Source: an optimization exercise on an open RTL-to-GDS flow (aim: small area and a short achievable clock period). Production flows keep margins and buffers that such runs may drop. Power is estimated from default activity; no workload was simulated.

==> run a <==
// rob_top
module rob_top (
	input wire clk,
	input wire rst_n,
	input wire pipe_flush,
	input wire [1:0] disp_valid,
	input wire [105:0] disp_pkt,
	output wire [1:0] disp_ready,
	output wire [9:0] resp_tag,
	input wire [1:0] wb_valid,
	input wire [9:0] wb_tag,
	input wire wb_br_misp,
	input wire wb_br_dir,
	input wire [31:0] wb_redirect_pc,
	output wire [1:0] ret_valid,
	output wire [181:0] ret_pkt
);
	localparam int PW = 49;  
	localparam int SW = PW + 7;
	localparam int S_V = 0;
	localparam int S_C = 1;
	localparam int S_EX0 = 2;
	localparam int S_EX1 = 3;
	localparam int S_MIS = 4;
	localparam int S_DIR = 5;
	localparam int S_BR = 6;
	localparam int S_PAY = 7;
	logic [4:0] h_q, h1_q, t_q, t1_q;
	logic [15:0] hx_q;  
	logic [4:0] cnt_q;  
	logic rdy0_q, rdy1_q;  
	logic rv0_q, rv1_q;  
	logic [7:0] er_q, or_q;  
	logic [7:0] pe_q, po_q;  
	logic hp_q;  
	logic [15:0] v_q;     
	logic [15:0] br_q;    
	logic [15:0] dir_q;   
	logic [15:0] mis_q;   
	logic [15:0] st1_q;
	logic [15:0] st0_q;
	logic [16*PW-1:0] pay_q;
	logic [SW-1:0] l0_q, l1_q;  
	logic [S_BR:0] c2_q, c3_q;  
	logic mp_q;
	logic [4:0] mp_tag_q;
	logic [31:0] mp_pc_q;
	logic [31:0] redir;
	assign redir = mp_pc_q;
	assign disp_ready = {rdy1_q, rdy0_q} & {2{!pipe_flush}};
	assign resp_tag = {t1_q, t_q};
	assign ret_valid = {rv1_q, rv0_q};
	assign ret_pkt[90:0] = {l0_q[SW-1:S_PAY], h_q, l0_q[S_BR], l0_q[S_DIR], l0_q[S_MIS],
		l0_q[S_EX1], l0_q[S_EX0], redir};
	assign ret_pkt[181:91] = {l1_q[SW-1:S_PAY], h1_q, l1_q[S_BR], l1_q[S_DIR], l1_q[S_MIS],
		l1_q[S_EX1], l1_q[S_EX0], redir};
	logic acc0, acc1;
	assign acc0 = disp_valid[0] && rdy0_q && !pipe_flush;
	assign acc1 = disp_valid[1] && rdy1_q && !pipe_flush;
	function automatic logic [SW-1:0] wr_image(input logic [52:0] p);
		wr_image = {p[52:4], p[3], 1'b0, 1'b0, p[0], p[1] & !p[0], p[2] | p[1] | p[0], 1'b0};
	endfunction
	logic [SW-1:0] wi0, wi1;
	assign wi0 = wr_image(disp_pkt[52:0]);
	assign wi1 = wr_image(disp_pkt[105:53]);
	logic [SW-1:0] wr_e, wr_o;
	assign wr_e = t_q[0] ? wi1 : wi0;
	assign wr_o = t_q[0] ? wi0 : wi1;
	logic cut0, cut1, rflush;
	logic [1:0] rcnt;
	assign cut0 = l0_q[S_MIS] | l0_q[S_EX1] | l0_q[S_EX0];
	assign cut1 = l1_q[S_MIS] | l1_q[S_EX1] | l1_q[S_EX0];
	assign rflush = (rv0_q & cut0) | (rv1_q & cut1);
  ...
Settings: LEC_CHECK=0, CAP_MARGIN=20, CORE_MARGIN=2, CORE_UTILIZATION=40, CTS_BUF_LIST=sky130_fd_sc_hd__clkbuf_8, CTS_CLUSTER_DIAMETER=50, CTS_CLUSTER_SIZE=12, SETUP_SLACK_MARGIN=2.95, SLEW_MARGIN=20; clock period 5.5 ns.
standard.sh (not shown) runs the stock make flow with config.mk's settings and CLKGATE_MAP_FILE= SYNTH_SCRIPT=/design/flow/synth_recipe.tcl, a recipe that flattens the netlist after the stock synthesis.
==> flow/flow/run.sh <==
#!/bin/bash
# The standard layout (standard.sh), with plain buf_1 cells as the port buffers instead of the
# buffer_ports default. Make's output goes to standard_flow.log; each ORFS step keeps its own
# log under orfs/logs/.
set -euo pipefail
export BUFFER_PORTS_ARGS="-buffer_cell sky130_fd_sc_hd__buf_1"
bash standard.sh finish > standard_flow.log 2>&1
==> run b: changes against run a <==
--- a/flow/design.v
+++ b/flow/design.v
@@ -25,11 +25,10 @@
 	localparam int S_MIS = 4;
 	localparam int S_DIR = 5;
 	localparam int S_BR = 6;
 	localparam int S_PAY = 7;
 	logic [4:0] h_q, h1_q, t_q, t1_q;
-	logic [15:0] hx_q;  
 	logic [4:0] cnt_q;  
 	logic rdy0_q, rdy1_q;  
 	logic rv0_q, rv1_q;  
 	logic [7:0] er_q, or_q;  
 	logic [7:0] pe_q, po_q;  
@@ -157,11 +156,11 @@
 		for (int k = 0; k < 6; k++) begin
 			logic [3:0] hs;
 			w0k[k] = cnt_q == 5'(k);
 			w1k[k] = (k > 0) && cnt_q == 5'(k - 1);
 			alk[k] = (acc0 & w0k[k]) | (acc1 & w1k[k]);
-			hs = (k == 0) ? h_q[3:0] : (k == 1) ? h1_q[3:0] : hx_q[4*(k-2) +: 4];
+			hs = h_q[3:0] + 4'(k);
 			hit0k[k] = wb_valid[0] && wb_tag[3:0] == hs;
 			hit1k[k] = wb_valid[1] && wb_tag[8:5] == hs;
 		end
 	end
 	logic [SW-1:0] rd_e, rd_o, cur0, cur1, l0_n, l1_n;
@@ -282,11 +281,10 @@
 	assign oadv_n = rv1_n | (rv0_n & h_n[0]);
 	always_ff @(posedge clk or negedge rst_n) begin
 		if (!rst_n) begin
 			h_q <= 5'd0;
 			h1_q <= 5'd1;
-			hx_q <= {4'd5, 4'd4, 4'd3, 4'd2};
 			t_q <= 5'd0;
 			t1_q <= 5'd1;
 			cnt_q <= 5'd0;
 			rdy0_q <= 1'b1;
 			rdy1_q <= 1'b1;
@@ -303,11 +301,10 @@
 			c2_q[S_V] <= 1'b0;
 			c3_q[S_V] <= 1'b0;
 		end else if (pipe_flush) begin
 			h_q <= 5'd0;
 			h1_q <= 5'd1;
-			hx_q <= {4'd5, 4'd4, 4'd3, 4'd2};
 			t_q <= 5'd0;
 			t1_q <= 5'd1;
 			cnt_q <= 5'd0;
 			rdy0_q <= 1'b1;
 			rdy1_q <= 1'b1;
@@ -324,11 +321,10 @@
 			c2_q[S_V] <= 1'b0;
 			c3_q[S_V] <= 1'b0;
 		end else begin
 			h_q <= h_n;
 			h1_q <= h1_q + {3'd0, rcnt};
-			for (int k = 0; k < 4; k++) hx_q[4*k +: 4] <= hx_q[4*k +: 4] + {2'd0, rcnt};
 			t_q <= t_q + {4'd0, acc0} + {4'd0, acc1};
 			t1_q <= t1_q + {4'd0, acc0} + {4'd0, acc1};
 			cnt_q <= cnt_n;
 			rdy0_q <= !mp_n && cnt_n != 5'd16;
 			rdy1_q <= !mp_n && cnt_n < 5'd15;
--- a/flow/config.mk
+++ b/flow/config.mk
@@ -9,7 +9,7 @@
 export CORE_MARGIN = 2
 export CORE_UTILIZATION = 40
 export CTS_BUF_LIST = sky130_fd_sc_hd__clkbuf_8
 export CTS_CLUSTER_DIAMETER = 50
 export CTS_CLUSTER_SIZE = 12
-export SETUP_SLACK_MARGIN = 2.95
+export SETUP_SLACK_MARGIN = 2.9
 export SLEW_MARGIN = 20
==> comparison table <==
quantity	run b	run a
Outcome	finished clean	finished clean
Routability cong.	0.886	0.878
Total standard cell area after synthesis	0.0459 mm^2	0.0463 mm^2
Number of antenna cells inserted	5	4
DRT Pass-1 Iters	5	6
Number of buffers added for setup after CTS	46	95
Multi-input combinational cell count	1,868	1,869
Sequential portion of the cell area	59.6%	59.1%
M1 GR Usage	33.3%	35.7%
Clock-pin slew reported for the worst setup and hold paths after clock tree synthesis	70 ps	80 ps
Post-route worst setup slack	2270 ps	2620 ps
Share of Yosys cell area claimed by the top area cell type	56.9%	56.3%
Worst flop-to-flop path endpoint	pe_q[2]	pe_q[0]
Power spent charging and discharging nets	0.00897 W	0.00937 W
Number of clock buffers in the layout	132	129
Fillers	10.2k	10.2k
Leakage	18.7 nW	19.7 nW
Overall power of the completed layout	0.0262 W	0.0270 W
FF+latch count, synth	1,104	1,120
Total nets after synthesis	3,471	3,485
Via/cell ratio	5.88	5.95
Detail Placement HPWL	81,200 um	85,900 um
Max Clock Freq	310 MHz	347 MHz
No functional check of the RTL was part of any run of this note.

==> inputs of job 6286 <==
==> flow/design.v <==
`timescale 1ns/100ps
`default_nettype none
module rob_top (
	input wire clk,
	input wire rst_n,
	input wire pipe_flush,
	input wire [1:0] disp_valid,
	input wire [105:0] disp_pkt,
	output wire [1:0] disp_ready,
	output wire [9:0] resp_tag,
	input wire [1:0] wb_valid,
	input wire [9:0] wb_tag,
	input wire wb_br_misp,
	input wire wb_br_dir,
	input wire [31:0] wb_redirect_pc,
	output wire [1:0] ret_valid,
	output wire [181:0] ret_pkt
);
	localparam int PW = 49;  
	localparam int SW = PW + 7;
	localparam int S_V = 0;
	localparam int S_C = 1;
	localparam int S_EX0 = 2;
	localparam int S_EX1 = 3;
	localparam int S_MIS = 4;
	localparam int S_DIR = 5;
	localparam int S_BR = 6;
	localparam int S_PAY = 7;
	logic [4:0] h_q, h1_q, t_q, t1_q;
	logic [4:0] cnt_q;  
	logic rdy0_q, rdy1_q;  
	logic rv0_q, rv1_q;  
	logic [7:0] es_q, os_q;  
	logic [15:0] v_q;     
	logic [15:0] br_q;    
	logic [15:0] dir_q;   
	logic [15:0] mis_q;   
	logic [15:0] st1_q;
	logic [15:0] st0_q;
	logic [16*PW-1:0] pay_q;
	logic [SW-1:0] l0_q, l1_q;  
	logic mp_q;
	logic [4:0] mp_tag_q;
	logic [31:0] mp_pc_q;
	logic [31:0] redir;
	assign redir = mp_pc_q & {32{mp_q}};
	assign disp_ready = {rdy1_q, rdy0_q} & {2{!pipe_flush}};
	assign resp_tag = {t1_q, t_q};
	assign ret_valid = {rv1_q, rv0_q};
	assign ret_pkt[90:0] = {l0_q[SW-1:S_PAY], h_q, l0_q[S_BR], l0_q[S_DIR], l0_q[S_MIS],
		l0_q[S_EX1], l0_q[S_EX0], redir};
	assign ret_pkt[181:91] = {l1_q[SW-1:S_PAY], h1_q, l1_q[S_BR], l1_q[S_DIR], l1_q[S_MIS],
		l1_q[S_EX1], l1_q[S_EX0], redir};
	logic acc0, acc1;
	assign acc0 = disp_valid[0] && rdy0_q && !pipe_flush;
	assign acc1 = disp_valid[1] && rdy1_q && !pipe_flush;
	function automatic logic [SW-1:0] wr_image(input logic [52:0] p);
		wr_image = {p[52:4], p[3], 1'b0, 1'b0, p[0], p[1] & !p[0], p[2] | p[1] | p[0], 1'b0};
	endfunction
	logic [SW-1:0] wi0, wi1;
	assign wi0 = wr_image(disp_pkt[52:0]);
	assign wi1 = wr_image(disp_pkt[105:53]);
	logic [SW-1:0] wr_e, wr_o;
	assign wr_e = t_q[0] ? wi1 : wi0;
	assign wr_o = t_q[0] ? wi0 : wi1;
	logic cut0, cut1, rflush;
	assign cut0 = l0_q[S_MIS] | l0_q[S_EX1] | l0_q[S_EX0];
	assign cut1 = l1_q[S_MIS] | l1_q[S_EX1] | l1_q[S_EX0];
	assign rflush = (rv0_q & cut0) | (rv1_q & cut1);
	logic [4:0] age_diff;
	logic mp_upd;
	assign age_diff = wb_tag[4:0] - mp_tag_q;
	assign mp_upd = wb_valid[0] && wb_br_misp && (!mp_q || age_diff[4]);
	always_ff @(posedge clk) begin
		if (mp_upd) begin
			mp_tag_q <= wb_tag[4:0];
			mp_pc_q <= wb_redirect_pc;
		end
	end
	logic [SW-1:0] img [16];
	for (genvar i = 0; i < 16; i++) begin : g_slot
		localparam logic [3:0] IDX = 4'(i);
		wire [SW-1:0] wr = (i % 2 == 0) ? wr_e : wr_o;
		wire alloc = (acc0 && t_q[3:0] == IDX) || (acc1 && t1_q[3:0] == IDX);
		wire clr = (rv0_q && h_q[3:0] == IDX) || (rv1_q && h1_q[3:0] == IDX);
		wire wb0 = wb_valid[0] && wb_tag[3:0] == IDX;
		wire wb1 = wb_valid[1] && wb_tag[8:5] == IDX;
		always_ff @(posedge clk or negedge rst_n) begin
			if (!rst_n) begin
				v_q[i] <= 1'b0;
			end else if (pipe_flush) begin
				v_q[i] <= 1'b0;
			end else if (alloc) begin
				v_q[i] <= 1'b1;
			end else if (clr || rflush) begin
				v_q[i] <= 1'b0;
			end
		end
		always_ff @(posedge clk) begin
			if (!v_q[i]) begin
				pay_q[i*PW +: PW] <= wr[SW-1:S_PAY];
				br_q[i] <= wr[S_BR];
				st1_q[i] <= wr[S_EX1] | wr[S_EX0];
				st0_q[i] <= wr[S_EX1] | (wr[S_C] & !wr[S_EX0]);
				dir_q[i] <= 1'b0;
				mis_q[i] <= 1'b0;
			end else begin
				if (wb0 || wb1) begin
					st0_q[i] <= 1'b1;
				end
				if (wb0) begin
					dir_q[i] <= wb_br_dir;
					mis_q[i] <= wb_br_misp;
				end
			end
		end
		assign img[i] = {pay_q[i*PW +: PW], br_q[i], dir_q[i], mis_q[i], st1_q[i], st0_q[i],
			1'b0, v_q[i]};
	end
	logic [1:0] rcnt;
	logic [4:0] h_n;
	logic eadv, oadv, hp;
	logic [7:0] esel, osel;
	assign rcnt = {rv1_q, rv0_q & !rv1_q};
	assign h_n = h_q + {3'd0, rcnt};
	assign eadv = rv1_q | (rv0_q & !h_q[0]);
	assign oadv = rv1_q | (rv0_q & h_q[0]);
	assign esel = eadv ? {es_q[6:0], es_q[7]} : es_q;
	assign osel = oadv ? {os_q[6:0], os_q[7]} : os_q;
	assign hp = h_n[0];
	logic [SW-1:0] rd_e, rd_o, raw0, raw1, cur0, cur1;
	always_comb begin
		rd_e = '0;
		rd_o = '0;
		for (int j = 0; j < 8; j++) begin
			rd_e = rd_e | ({SW{esel[j]}} & img[2*j]);
			rd_o = rd_o | ({SW{osel[j]}} & img[2*j+1]);
		end
	end
	assign raw0 = hp ? rd_o : rd_e;
	assign raw1 = hp ? rd_e : rd_o;
	function automatic logic [SW-1:0] decode_st(input logic [SW-1:0] raw);
		logic [SW-1:0] d;
		d = raw;
		d[S_EX1] = raw[S_EX1] & raw[S_EX0];
		d[S_EX0] = raw[S_EX1] & !raw[S_EX0];
		d[S_C] = raw[S_EX1] | raw[S_EX0];
		decode_st = d;
	endfunction
	assign cur0 = decode_st(raw0);
	assign cur1 = decode_st(raw1);
	logic [SW-1:0] bus0, bus1;
	logic at0, at1, ws0, ws1, al0, al1;
	assign at0 = cnt_q == {3'd0, rcnt};
	assign at1 = cnt_q == {3'd0, rcnt} + 5'd1;
	assign ws0 = at0;
	assign ws1 = at0 | at1;
	assign al0 = acc0 & at0;
	assign al1 = (acc1 & at0) | (acc0 & at1);
	assign bus0 = wi0;
	assign bus1 = at0 ? wi1 : wi0;
	logic [3:0] hk0, hk1;
	logic wb0_0, wb1_0, wb0_1, wb1_1;
	assign hk0 = h_n[3:0];
	assign hk1 = h_n[3:0] + 4'd1;
	assign wb0_0 = wb_valid[0] && wb_tag[3:0] == hk0;
	assign wb1_0 = wb_valid[1] && wb_tag[8:5] == hk0;
	assign wb0_1 = wb_valid[0] && wb_tag[3:0] == hk1;
	assign wb1_1 = wb_valid[1] && wb_tag[8:5] == hk1;
	function automatic logic [SW-1:0] next_image(input logic [SW-1:0] cur, input logic [SW-1:0] bus,
			input logic ws, input logic alloc, input logic wb0, input logic wb1, input logic kill,
			input logic cutall, input logic bdir, input logic bmis);
		logic [SW-1:0] n;
		if (ws) begin
			n = bus;
		end else begin
			n = cur;
			n[S_C] = cur[S_C] | wb0 | wb1;
			if (wb0) begin
				n[S_DIR] = bdir;
				n[S_MIS] = bmis;
			end
		end
		n[S_V] = !kill && (alloc || (cur[S_V] && !cutall));
		next_image = n;
	endfunction
	logic [SW-1:0] l0_n, l1_n;
	assign l0_n = next_image(cur0, bus0, ws0, al0, wb0_0, wb1_0, pipe_flush, rflush, wb_br_dir,
		wb_br_misp);
	assign l1_n = next_image(cur1, bus1, ws1, al1, wb0_1, wb1_1, pipe_flush, rflush, wb_br_dir,
		wb_br_misp);
	logic [7:0] es2, os2;
	logic [SW-1:0] fe, fo, f2raw, f3raw;
	logic [SW-1:0] fk [4];
	assign es2 = {es_q[6:0], es_q[7]};
	assign os2 = {os_q[6:0], os_q[7]};
	always_comb begin
		fe = '0;
		fo = '0;
		for (int j = 0; j < 8; j++) begin
			fe = fe | ({SW{es2[j]}} & img[2*j]);
			fo = fo | ({SW{os2[j]}} & img[2*j+1]);
		end
	end
	assign f2raw = h_q[0] ? fo : fe;
	assign f3raw = h_q[0] ? fe : fo;
	assign fk[0] = {{PW{1'b0}}, l0_q[S_BR:S_V]};
	assign fk[1] = {{PW{1'b0}}, l1_q[S_BR:S_V]};
	assign fk[2] = decode_st(f2raw);
	assign fk[3] = decode_st(f3raw);
	logic [SW-1:0] nf [4];
	always_comb begin
		for (int k = 0; k < 4; k++) begin
			logic w0, w1, ws, al, hit0, hit1;
			logic [3:0] hs;
			w0 = cnt_q == 5'(k);
			w1 = (k > 0) && cnt_q == 5'(k - 1);
			ws = w0 | w1;
			al = (acc0 & w0) | (acc1 & w1);
			hs = h_q[3:0] + 4'(k);
			hit0 = wb_valid[0] && wb_tag[3:0] == hs;
			hit1 = wb_valid[1] && wb_tag[8:5] == hs;
			nf[k] = next_image(fk[k], w0 ? wi0 : wi1, ws, al, hit0, hit1, pipe_flush, rflush,
				wb_br_dir, wb_br_misp);
		end
	end
	logic [SW-1:0] g0_n, g1_n;
	logic rv0_n, rv1_n;
	always_comb begin
		if (rv1_q) begin
			g0_n = nf[2];
			g1_n = nf[3];
		end else if (rv0_q) begin
			g0_n = nf[1];
			g1_n = nf[2];
		end else begin
			g0_n = nf[0];
			g1_n = nf[1];
		end
	end
	assign rv0_n = g0_n[S_V] & g0_n[S_C];
	assign rv1_n = rv0_n & !(g0_n[S_MIS] | g0_n[S_EX1] | g0_n[S_EX0]) & g1_n[S_V] & g1_n[S_C] &
		!(g0_n[S_BR] & g1_n[S_BR]);
	always_ff @(posedge clk) begin
		l0_q[SW-1:S_DIR] <= l0_n[SW-1:S_DIR];
		l1_q[SW-1:S_DIR] <= l1_n[SW-1:S_DIR];
		l0_q[S_MIS:S_C] <= g0_n[S_MIS:S_C];
		l1_q[S_MIS:S_C] <= g1_n[S_MIS:S_C];
		l0_q[S_BR] <= g0_n[S_BR];
		l1_q[S_BR] <= g1_n[S_BR];
	end
	logic [4:0] cnt_n;
	logic mp_n;
	assign cnt_n = cnt_q + {4'd0, acc0} + {4'd0, acc1} - {3'd0, rcnt};
	assign mp_n = mp_q | mp_upd;
	always_ff @(posedge clk or negedge rst_n) begin
		if (!rst_n) begin
			h_q <= 5'd0;
			h1_q <= 5'd1;
			t_q <= 5'd0;
			t1_q <= 5'd1;
			cnt_q <= 5'd0;
			rdy0_q <= 1'b1;
			rdy1_q <= 1'b1;
			rv0_q <= 1'b0;
			rv1_q <= 1'b0;
			es_q <= 8'b1;
			os_q <= 8'b1;
			mp_q <= 1'b0;
			l0_q[S_V] <= 1'b0;
			l1_q[S_V] <= 1'b0;
		end else if (pipe_flush) begin
			h_q <= 5'd0;
			h1_q <= 5'd1;
			t_q <= 5'd0;
			t1_q <= 5'd1;
			cnt_q <= 5'd0;
			rdy0_q <= 1'b1;
			rdy1_q <= 1'b1;
			rv0_q <= 1'b0;
			rv1_q <= 1'b0;
			es_q <= 8'b1;
			os_q <= 8'b1;
			mp_q <= 1'b0;
			l0_q[S_V] <= 1'b0;
			l1_q[S_V] <= 1'b0;
		end else begin
			h_q <= h_n;
			h1_q <= h1_q + {3'd0, rcnt};
			t_q <= t_q + {4'd0, acc0} + {4'd0, acc1};
			t1_q <= t1_q + {4'd0, acc0} + {4'd0, acc1};
			cnt_q <= cnt_n;
			rdy0_q <= !mp_n && cnt_n != 5'd16;
			rdy1_q <= !mp_n && cnt_n < 5'd15;
			rv0_q <= rv0_n;
			rv1_q <= rv1_n;
			es_q <= esel;
			os_q <= osel;
			mp_q <= mp_n;
			l0_q[S_V] <= g0_n[S_V];
			l1_q[S_V] <= g1_n[S_V];
		end
	end
endmodule
`default_nettype wire
==> flow/flow/run.sh <==
#!/bin/bash
# The standard layout (standard.sh) with two changes: plain buf_1 cells as the port buffers
# instead of the buffer_ports default, and a clock tree of clkbuf_8 cells under a clkbuf_16
# root with no dummy loads. Make's output goes to standard_flow.log; each ORFS step keeps its
# own log under orfs/logs/.
set -euo pipefail
export BUFFER_PORTS_ARGS="-buffer_cell sky130_fd_sc_hd__buf_1"
export CTS_ARGS="-sink_clustering_enable -repair_clock_nets -dont_use_dummy_load -root_buf sky130_fd_sc_hd__clkbuf_16 -buf_list sky130_fd_sc_hd__clkbuf_8 -sink_clustering_size 12 -sink_clustering_max_diameter 50"
bash standard.sh finish > standard_flow.log 2>&1
==> flow/standard.sh <==
#!/bin/bash
# synth_recipe.tcl (not shown) runs the flow's synth.tcl, then flattens the netlist and writes it again
# the make line also repeats each setting of config.mk as NAME=value (left out here)
make -C /OpenROAD-flow-scripts/flow DESIGN_CONFIG=/design/flow/config.mk WORK_HOME=/design/flow/orfs CLKGATE_MAP_FILE= SYNTH_SCRIPT=/design/flow/synth_recipe.tcl "${@:-finish}"
==> flow/config.mk <==
export PLATFORM = sky130hd
export DESIGN_NAME = rob_top
export DESIGN_NICKNAME = rob_top
export VERILOG_FILES = /design/flow/design.v
export SDC_FILE = /design/flow/constraint.sdc
export NUM_CORES = 4
export LEC_CHECK = 0
export CAP_MARGIN = 20
export CORE_MARGIN = 2
export CORE_UTILIZATION = 40
export SETUP_SLACK_MARGIN = 2.7
export SLEW_MARGIN = 20
==> flow/constraint.sdc <==
create_clock -name core_clock -period 5.5 [get_ports {clk}]
set_input_delay 1.1000 -clock core_clock [delete_from_list [all_inputs] [get_ports {clk}]]
set_output_delay 1.1000 -clock core_clock [all_outputs]
set_load 0.01 [all_outputs]
==> inputs of job 333, as changes to job 6286 <==
==> flow/design.v, changed modules only <==
module rob_top (
	input wire clk,
	input wire rst_n,
	input wire pipe_flush,
	input wire [1:0] disp_valid,
	input wire [105:0] disp_pkt,
	output wire [1:0] disp_ready,
	output wire [9:0] resp_tag,
	input wire [1:0] wb_valid,
	input wire [9:0] wb_tag,
	input wire wb_br_misp,
	input wire wb_br_dir,
	input wire [31:0] wb_redirect_pc,
	output wire [1:0] ret_valid,
	output wire [181:0] ret_pkt
);
	localparam int PW = 49;  
	localparam int SW = PW + 7;
	localparam int S_V = 0;
	localparam int S_C = 1;
	localparam int S_EX0 = 2;
	localparam int S_EX1 = 3;
	localparam int S_MIS = 4;
	localparam int S_DIR = 5;
	localparam int S_BR = 6;
	localparam int S_PAY = 7;
	logic [4:0] h_q, h1_q, t_q, t1_q;
	logic [4:0] cnt_q;  
	logic rdy0_q, rdy1_q;  
	logic rv0_q, rv1_q;  
	logic [7:0] es_q, os_q;  
	logic [15:0] v_q;     
	logic [15:0] c_q;     
	logic [15:0] br_q;    
	logic [15:0] dir_q;   
	logic [15:0] mis_q;   
	logic [15:0] ex1_q;   
	logic [15:0] ex0_q;   
	logic [16*PW-1:0] pay_q;
	logic [SW-1:2] l0_q, l1_q;  
	logic mp_q;
	logic [4:0] mp_tag_q;
	logic [31:0] mp_pc_q;
	logic [31:0] redir;
	assign redir = mp_pc_q & {32{mp_q}};
	assign disp_ready = {rdy1_q, rdy0_q} & {2{!pipe_flush}};
	assign resp_tag = {t1_q, t_q};
	assign ret_valid = {rv1_q, rv0_q};
	assign ret_pkt[90:0] = {l0_q[SW-1:S_PAY], h_q, l0_q[S_BR], l0_q[S_DIR], l0_q[S_MIS],
		l0_q[S_EX1], l0_q[S_EX0], redir};
	assign ret_pkt[181:91] = {l1_q[SW-1:S_PAY], h1_q, l1_q[S_BR], l1_q[S_DIR], l1_q[S_MIS],
		l1_q[S_EX1], l1_q[S_EX0], redir};
	logic acc0, acc1;
	assign acc0 = disp_valid[0] && rdy0_q && !pipe_flush;
	assign acc1 = disp_valid[1] && rdy1_q && !pipe_flush;
	function automatic logic [SW-1:0] wr_image(input logic [52:0] p);
		wr_image = {p[52:4], p[3], 1'b0, 1'b0, p[0], p[1] & !p[0], p[2] | p[1] | p[0], 1'b0};
	endfunction
	logic [SW-1:0] wi0, wi1;
	assign wi0 = wr_image(disp_pkt[52:0]);
	assign wi1 = wr_image(disp_pkt[105:53]);
	logic [SW-1:0] wr_e, wr_o;
	assign wr_e = t_q[0] ? wi1 : wi0;
	assign wr_o = t_q[0] ? wi0 : wi1;
	logic cut0, cut1, rflush;
	assign cut0 = l0_q[S_MIS] | l0_q[S_EX1] | l0_q[S_EX0];
	assign cut1 = l1_q[S_MIS] | l1_q[S_EX1] | l1_q[S_EX0];
	assign rflush = (rv0_q & cut0) | (rv1_q & cut1);
	logic [4:0] new_dist, old_dist;
	logic mp_upd;
	assign new_dist = wb_tag[4:0] - h_q;
	assign old_dist = mp_tag_q - h_q;
	assign mp_upd = wb_valid[0] && wb_br_misp && (!mp_q || new_dist < old_dist);
	always_ff @(posedge clk) begin
		if (mp_upd) begin
			mp_tag_q <= wb_tag[4:0];
			mp_pc_q <= wb_redirect_pc;
		end
	end
	logic [SW-1:0] img [16];
	for (genvar i = 0; i < 16; i++) begin : g_slot
		localparam logic [3:0] IDX = 4'(i);
		wire [SW-1:0] wr = (i % 2 == 0) ? wr_e : wr_o;
		wire alloc = (acc0 && t_q[3:0] == IDX) || (acc1 && t1_q[3:0] == IDX);
		wire clr = (rv0_q && h_q[3:0] == IDX) || (rv1_q && h1_q[3:0] == IDX);
		wire wb0 = wb_valid[0] && wb_tag[3:0] == IDX;
		wire wb1 = wb_valid[1] && wb_tag[8:5] == IDX;
		always_ff @(posedge clk or negedge rst_n) begin
			if (!rst_n) begin
				v_q[i] <= 1'b0;
			end else if (pipe_flush) begin
				v_q[i] <= 1'b0;
			end else if (alloc) begin
				v_q[i] <= 1'b1;
			end else if (clr || rflush) begin
				v_q[i] <= 1'b0;
			end
		end
		always_ff @(posedge clk) begin
			if (!v_q[i]) begin
				pay_q[i*PW +: PW] <= wr[SW-1:S_PAY];
				br_q[i] <= wr[S_BR];
				ex1_q[i] <= wr[S_EX1];
				ex0_q[i] <= wr[S_EX0];
				c_q[i] <= wr[S_C];
				dir_q[i] <= 1'b0;
				mis_q[i] <= 1'b0;
			end else begin
				if (wb0 || wb1) begin
					c_q[i] <= 1'b1;
				end
				if (wb0) begin
					dir_q[i] <= wb_br_dir;
					mis_q[i] <= wb_br_misp;
				end
			end
		end
		assign img[i] = {pay_q[i*PW +: PW], br_q[i], dir_q[i], mis_q[i], ex1_q[i], ex0_q[i],
			c_q[i], v_q[i]};
	end
	logic [1:0] rcnt;
	logic [4:0] h_n;
	logic eadv, oadv, hp;
	logic [7:0] esel, osel;
	assign rcnt = {rv1_q, rv0_q & !rv1_q};
	assign h_n = h_q + {3'd0, rcnt};
	assign eadv = rv1_q | (rv0_q & !h_q[0]);
	assign oadv = rv1_q | (rv0_q & h_q[0]);
	assign esel = eadv ? {es_q[6:0], es_q[7]} : es_q;
	assign osel = oadv ? {os_q[6:0], os_q[7]} : os_q;
	assign hp = h_n[0];
	logic [SW-1:0] rd_e, rd_o, cur0, cur1;
	always_comb begin
		rd_e = '0;
		rd_o = '0;
		for (int j = 0; j < 8; j++) begin
			rd_e = rd_e | ({SW{esel[j]}} & img[2*j]);
			rd_o = rd_o | ({SW{osel[j]}} & img[2*j+1]);
		end
	end
	assign cur0 = hp ? rd_o : rd_e;
	assign cur1 = hp ? rd_e : rd_o;
	logic [SW-1:0] bus0, bus1;
	assign bus0 = (hp ^ t_q[0]) ? wi1 : wi0;
	assign bus1 = (hp ^ t_q[0]) ? wi0 : wi1;
	logic at0, at1, ws0, ws1, al0, al1;
	assign at0 = cnt_q == {3'd0, rcnt};
	assign at1 = cnt_q == {3'd0, rcnt} + 5'd1;
	assign ws0 = at0;
	assign ws1 = at0 | at1;
	assign al0 = acc0 & at0;
	assign al1 = (acc1 & at0) | (acc0 & at1);
	logic [3:0] hk0, hk1;
	logic wb0_0, wb1_0, wb0_1, wb1_1;
	assign hk0 = h_n[3:0];
	assign hk1 = h_n[3:0] + 4'd1;
	assign wb0_0 = wb_valid[0] && wb_tag[3:0] == hk0;
	assign wb1_0 = wb_valid[1] && wb_tag[8:5] == hk0;
	assign wb0_1 = wb_valid[0] && wb_tag[3:0] == hk1;
	assign wb1_1 = wb_valid[1] && wb_tag[8:5] == hk1;
	function automatic logic [SW-1:0] next_image(input logic [SW-1:0] cur, input logic [SW-1:0] bus,
			input logic ws, input logic alloc, input logic wb0, input logic wb1, input logic kill,
			input logic cutall, input logic bdir, input logic bmis);
		logic [SW-1:0] n;
		if (ws) begin
			n = bus;
		end else begin
			n = cur;
			n[S_C] = cur[S_C] | wb0 | wb1;
			if (wb0) begin
				n[S_DIR] = bdir;
				n[S_MIS] = bmis;
			end
		end
		n[S_V] = !kill && (alloc || (cur[S_V] && !cutall));
		next_image = n;
	endfunction
	logic [SW-1:0] l0_n, l1_n;
	logic rv0_n, rv1_n;
	assign l0_n = next_image(cur0, bus0, ws0, al0, wb0_0, wb1_0, pipe_flush, rflush, wb_br_dir,
		wb_br_misp);
	assign l1_n = next_image(cur1, bus1, ws1, al1, wb0_1, wb1_1, pipe_flush, rflush, wb_br_dir,
		wb_br_misp);
	assign rv0_n = l0_n[S_V] & l0_n[S_C];
	assign rv1_n = rv0_n & !(l0_n[S_MIS] | l0_n[S_EX1] | l0_n[S_EX0]) & l1_n[S_V] & l1_n[S_C] &
		!(l0_n[S_BR] & l1_n[S_BR]);
	always_ff @(posedge clk) begin
		l0_q <= l0_n[SW-1:2];
		l1_q <= l1_n[SW-1:2];
	end
	logic [4:0] cnt_n;
	logic mp_n;
	assign cnt_n = cnt_q + {4'd0, acc0} + {4'd0, acc1} - {3'd0, rcnt};
	assign mp_n = mp_q | mp_upd;
	always_ff @(posedge clk or negedge rst_n) begin
		if (!rst_n) begin
			h_q <= 5'd0;
			h1_q <= 5'd1;
			t_q <= 5'd0;
			t1_q <= 5'd1;
			cnt_q <= 5'd0;
			rdy0_q <= 1'b1;
			rdy1_q <= 1'b1;
			rv0_q <= 1'b0;
			rv1_q <= 1'b0;
			es_q <= 8'b1;
			os_q <= 8'b1;
			mp_q <= 1'b0;
		end else if (pipe_flush) begin
			h_q <= 5'd0;
			h1_q <= 5'd1;
			t_q <= 5'd0;
			t1_q <= 5'd1;
			cnt_q <= 5'd0;
			rdy0_q <= 1'b1;
			rdy1_q <= 1'b1;
			rv0_q <= 1'b0;
			rv1_q <= 1'b0;
			es_q <= 8'b1;
			os_q <= 8'b1;
			mp_q <= 1'b0;
		end else begin
			h_q <= h_n;
			h1_q <= h1_q + {3'd0, rcnt};
			t_q <= t_q + {4'd0, acc0} + {4'd0, acc1};
			t1_q <= t1_q + {4'd0, acc0} + {4'd0, acc1};
			cnt_q <= cnt_n;
			rdy0_q <= !mp_n && cnt_n != 5'd16;
			rdy1_q <= !mp_n && cnt_n < 5'd15;
			rv0_q <= rv0_n;
			rv1_q <= rv1_n;
			es_q <= esel;
			os_q <= osel;
			mp_q <= mp_n;
		end
	end
endmodule
==> flow/run.sh (new file) <==
#!/bin/bash
# synth_recipe.tcl (not shown) runs the flow's synth.tcl, then flattens the netlist and writes it again
# the make line also repeats each setting of config.mk as NAME=value (left out here)
make -C /OpenROAD-flow-scripts/flow DESIGN_CONFIG=/design/flow/config.mk WORK_HOME=/design/flow/orfs CLKGATE_MAP_FILE= SYNTH_SCRIPT=/design/flow/synth_recipe.tcl finish
--- a/flow/config.mk
+++ b/flow/config.mk
@@ -8,5 +8,5 @@
 export CAP_MARGIN = 20
 export CORE_MARGIN = 2
 export CORE_UTILIZATION = 40
-export SETUP_SLACK_MARGIN = 2.7
+export SETUP_SLACK_MARGIN = 2.5
 export SLEW_MARGIN = 20
removed: flow/flow/run.sh
removed: flow/standard.sh
==> comparison table <==
metric	job 333	job 6286
Result of the run	complete, no violations	complete, no violations
Die Height	338 um	337 um
Met2 usage	37.9%	36.7%
Highest clock rate	321 MHz	355 MHz
Total of warnings raised by yosys	2	4
CP max-delay cell	sky130_fd_sc_hd__fa_2	sky130_fd_sc_hd__dfrtp_4
Synthesized netlist net count	3428	3232
Share of cells above drive strength 1	14.9%	16.5%
Mux contribution to synthesized area	5.08%	6.96%
Mean post-synth cell area	13.8 um2	14.6 um2
Crit Reg-Reg Startpoint	h_q[0]$_DFF_PN0_	rv1_q$_DFF_PN0_
Met1 track utilization from global routing	37.5%	35.2%
Number of vias after detailed routing	31500	29000
Unique cell type count in the Yosys netlist	72	86
Combined area of the multi-input logic cells	0.0132 mm2	0.0133 mm2
Ant. Diodes	5	8
Total setup buffers inserted after CTS	21	31
Post-cts resize count	134	100
Area of all placed cells without fillers	0.0547 mm2	0.0503 mm2
Critical path buffers and inverters	4	3
Count of flip-flops with a built-in enable after synthesis	885	869
Placement-stage cell area	0.0497 mm2	0.0471 mm2
Hold crit path type	input pin to asynchronous set/reset pin	flop to flop
Total clock buffers created by CTS	111	113
No run of this note included a check of the RTL's function; only the layout flow was run.

what the ideal ports hide:
The results above use ideal ports. As a check the final layouts listed here were re-extracted and re-timed, cells and wires unchanged.
Step 1, drivers: a clkbuf_16 drives clk and a buf_2 each remaining input, both assumed.
Step 2 adds t to the input delays and takes it off the output delays; t is the mean of the earliest and latest rising clock arrival at the registers after step 1. Input paths then give back, and output paths get back, about the clock's delay inside the block.
a / b / c = ideal / step 1 / step 2; a / b = the first two.
run	t (ns)	slack for setup (ns)	clock arrival spread, ns	worst register clock-pin slew, ns	pins driven straight from the clock port
run a	0.889	2.615 / 2.615 / 1.824	0.076 / 0.075	0.09 / 0.09	1
run b	0.882	2.272 / 2.272 / 1.444	0.050 / 0.050	0.09 / 0.09	1
job 6286	0.694	2.684 / 2.684 / 2.095	0.080 / 0.080	0.08 / 0.08	1
job 333	0.779	2.380 / 2.380 / 1.718	0.046 / 0.046	0.07 / 0.07	1
After both steps every run listed still meets setup and hold. The setup slack of run b, which loses most, moves by 0.000 ns with the drivers and by -0.828 ns with both steps.
